From an optimization exercise on the open Yosys and OpenROAD flow, aimed at small area, a short achievable clock period and few clock cycles per item; shortcuts taken in it are not production practice.
RTL that was checked went through simulation tests only; none was proved equivalent to the original.

==> module window_fetch, before the edit <==
module window_fetch (
    input  wire               clk,
    input  wire [4:0]         ph,        
    input  wire [5:0]         rb,        
    input  wire [6:0]         rj,        
    input  conv_pkg::pix_t    idata,
    output logic [conv_pkg::ADDR_W-1:0] iaddr,
    output logic [91:0]       s0,        
    output logic [91:0]       s1,
    output logic [91:0]       s2,
    output logic [91:0]       s3
);
    logic [4:0]  row_hi;
    logic        row_lo;
    logic        pad_d, pad_q;
    logic [19:0] u;
    logic [19:0] x1, x2, x3;
    always_comb begin
        row_hi = rb[4:0];
        row_lo = 1'b0;
        if (ph[0]) begin row_hi = rb[4:0] - 5'd1; row_lo = 1'b1; end
        if (ph[2]) row_lo = 1'b1;
        if (ph[3]) row_hi = rb[4:0] + 5'd1;
    end
    assign pad_d = rj[6] || (ph[0] && rb == 6'd0) || (ph[3] && rb == 6'd31);
    always_ff @(posedge clk) begin
        iaddr <= {row_hi, row_lo, rj[5:0]};
        pad_q <= pad_d;
    end
    assign u = pad_q ? 20'h80000 : {~idata[19], idata[18:0]};
    always_ff @(posedge clk) begin
        x1 <= u;
        x2 <= x1;
        x3 <= x2;
    end
    function automatic logic [91:0] step(input logic [91:0] s, input logic ld, input logic [19:0] px);
        step = {ld ? px : {4'b0000, s[91:76]}, s[75:4]};
    endfunction
    always_ff @(posedge clk) begin
        s0 <= step(s0, ph[4], x3);
        s1 <= step(s1, ph[4], x2);
        s2 <= step(s2, ph[4], x1);
        s3 <= step(s3, ph[4], u);
    end
endmodule
==> module conv_top, before the edit <==
module conv_top
#(
    parameter int IMG_BITS = 6    
) (
    input  wire               clk,
    input  wire               rst,
    input  wire               ready,
    input  conv_pkg::pix_t         idata,
    input  conv_pkg::pix_t         cdata_rd,
    output logic              busy,
    output logic              cwr,
    output logic              crd,
    output logic [conv_pkg::ADDR_W-1:0] iaddr,
    output logic [conv_pkg::ADDR_W-1:0] caddr_wr,
    output logic [conv_pkg::ADDR_W-1:0] caddr_rd,
    output conv_pkg::pix_t              cdata_wr,
    output logic [2:0]        csel
);
    logic [4:0]  ph;
    logic [5:0]  rb;
    logic [6:0]  rj;
    logic [91:0] s [0:3];
    logic [35:0] nib [0:3];
    logic [19:0] r [0:3];
    logic [4:0]  lph [0:3];
    always_comb begin
        for (int j = 0; j < 4; j++) begin
            for (int t = 0; t < 9; t++)
                nib[j][4*t +: 4] = s[t / 3 + j / 2][12 + 20 * (t % 3) - 4 * j +: 4];
            for (int d = 0; d < 5; d++)
                lph[j][d] = ph[(d + j) % 5];
        end
    end
    layer_ctrl u_layer_ctrl (
        .clk      (clk),
        .rst      (rst),
        .ready    (ready),
        .r0       (r[0]),
        .r1       (r[1]),
        .r2       (r[2]),
        .r3       (r[3]),
        .ph       (ph),
        .rb       (rb),
        .rj       (rj),
        .busy     (busy),
        .cwr      (cwr),
        .crd      (crd),
        .caddr_wr (caddr_wr),
        .caddr_rd (caddr_rd),
        .cdata_wr (cdata_wr),
        .csel     (csel)
    );
    window_fetch u_window_fetch (
        .clk   (clk),
        .ph    (ph),
        .rb    (rb),
        .rj    (rj),
        .idata (idata),
        .iaddr (iaddr),
        .s0    (s[0]),
        .s1    (s[1]),
        .s2    (s[2]),
        .s3    (s[3])
    );
    conv_mac_k0 u_mac_k0_top (.clk(clk), .ph(lph[0]), .nib(nib[0]), .result(r[0]));
    conv_mac_k1 u_mac_k1_top (.clk(clk), .ph(lph[1]), .nib(nib[1]), .result(r[1]));
    conv_mac_k0 u_mac_k0_bot (.clk(clk), .ph(lph[2]), .nib(nib[2]), .result(r[2]));
    conv_mac_k1 u_mac_k1_bot (.clk(clk), .ph(lph[3]), .nib(nib[3]), .result(r[3]));
    logic unused_rd;
    assign unused_rd = ^cdata_rd;
endmodule
==> flow/config.mk <==
export PLATFORM = sky130hd
export DESIGN_NAME = conv_top
export DESIGN_NICKNAME = conv_top
export VERILOG_FILES = /design/flow/design.v
export SDC_FILE = /design/flow/constraint.sdc
export NUM_CORES = 4
export LEC_CHECK = 0
export CAP_MARGIN = 20
export CORE_MARGIN = 2
export CORE_UTILIZATION = 55
export CTS_CLUSTER_DIAMETER = 200
export CTS_CLUSTER_SIZE = 20
export SLEW_MARGIN = 20
export SYNTH_HIERARCHICAL = 1
export SYNTH_MINIMUM_KEEP_SIZE = 0
==> flow/constraint.sdc <==
create_clock -name core_clock -period 12.5 [get_ports {clk}]
set_input_delay 2.5000 -clock core_clock [delete_from_list [all_inputs] [get_ports {clk}]]
set_output_delay 2.5000 -clock core_clock [all_outputs]
set_load 0.01 [all_outputs]
standard.sh (not shown) runs the stock make flow with config.mk's settings and CLKGATE_MAP_FILE= SYNTH_SCRIPT=/design/flow/synth_recipe.tcl, a recipe that flattens the netlist after the stock synthesis.
==> flow/flow/run.sh <==
#!/bin/bash
# The standard layout (the standard.sh, unchanged synthesis and steps),
# with ORFS's repair_timing asked to reach a setup slack of 8.6 ns.
# The SDC and clock period are the standard flow's own.
set -euo pipefail
bash standard.sh SETUP_SLACK_MARGIN=8.6 finish > standard_run.log 2>&1
Change:
--- a/flow/design.v
+++ b/flow/design.v
@@ -20,8 +20,8 @@
     input  conv_pkg::pix_t    idata,
     output logic [conv_pkg::ADDR_W-1:0] iaddr,
-    output logic [91:0]       s0,        
-    output logic [91:0]       s1,
-    output logic [91:0]       s2,
-    output logic [91:0]       s3
+    output logic [99:0]       s0,        
+    output logic [99:0]       s1,
+    output logic [99:0]       s2,
+    output logic [99:0]       s3
 );
     logic [4:0]  row_hi;
@@ -29,5 +29,4 @@
     logic        pad_d, pad_q;
     logic [19:0] u;
-    logic [19:0] x1, x2, x3;
     always_comb begin
         row_hi = rb[4:0];
@@ -43,16 +42,11 @@
     end
     assign u = pad_q ? 20'h80000 : {~idata[19], idata[18:0]};
-    always_ff @(posedge clk) begin
-        x1 <= u;
-        x2 <= x1;
-        x3 <= x2;
-    end
-    function automatic logic [91:0] step(input logic [91:0] s, input logic ld, input logic [19:0] px);
-        step = {ld ? px : {4'b0000, s[91:76]}, s[75:4]};
+    function automatic logic [99:0] step(input logic [99:0] s, input logic ld, input logic [19:0] px);
+        step = {ld ? px : {4'b0000, s[99:84]}, s[83:4]};
     endfunction
     always_ff @(posedge clk) begin
-        s0 <= step(s0, ph[4], x3);
-        s1 <= step(s1, ph[4], x2);
-        s2 <= step(s2, ph[4], x1);
+        s0 <= step(s0, ph[1], u);
+        s1 <= step(s1, ph[2], u);
+        s2 <= step(s2, ph[3], u);
         s3 <= step(s3, ph[4], u);
     end
@@ -825,5 +819,5 @@
     logic [5:0]  rb;
     logic [6:0]  rj;
-    logic [91:0] s [0:3];
+    logic [99:0] s [0:3];
     logic [35:0] nib [0:3];
     logic [19:0] r [0:3];
@@ -832,5 +826,5 @@
         for (int j = 0; j < 4; j++) begin
             for (int t = 0; t < 9; t++)
-                nib[j][4*t +: 4] = s[t / 3 + j / 2][12 + 20 * (t % 3) - 4 * j +: 4];
+                nib[j][4*t +: 4] = s[t / 3 + j / 2][20 + 20 * (t % 3) - 4 * (j + 3 - (t / 3 + j / 2)) +: 4];
             for (int d = 0; d < 5; d++)
                 lph[j][d] = ph[(d + j) % 5];
What happened:
- The new run went through all stages and came out clean
- design area drops by about 1.8%
- worst setup slack improved by 0.048 ns
- maximum frequency climbs by 1.2%
- die area drops by about 1.6%
- critical path depth does not change
- routed wire length climbs by about 2.3%
- global-route usage climbs by 1.0 points
- register-to-register slack improved by 0.05 ns
- synthesized area drops by 1.6%
- clock-buffer cell count drops by 4
Testbench counts after the change, summed over its fixed seeds: cycles 125,124, images 12.
The RTL of the first run of this note was laid out without a check of its function.

-- separate check: timing with driven ports --
Ports are ideal in the flow. The routed layouts listed here were re-timed in OpenROAD.
Step 1, drivers: a clkbuf_16 drives clk and a buf_2 each remaining input, both assumed.
Step 2 adds t to the input delays and takes it off the output delays; t is the mean of the earliest and latest rising clock arrival at the registers after step 1. Input paths then give back, and output paths get back, about the clock's delay inside the block.
a / b / c = ideal ports / drivers / drivers and shift; a / b = the first two.
| run | t, ns | setup WS [ns] | hold WS [ns] | latest minus earliest clock arrival (ns) |
|---|---|---|---|---|
| the first run | 0.668 | 8.611 / 8.591 / 8.611 | 0.299 / 0.299 / 0.299 | 0.038 / 0.038 |
| the second run | 0.677 | 8.659 / 8.609 / 8.659 | 0.303 / 0.303 / 0.303 | 0.027 / 0.028 |
After both steps every run listed still meets setup and hold.
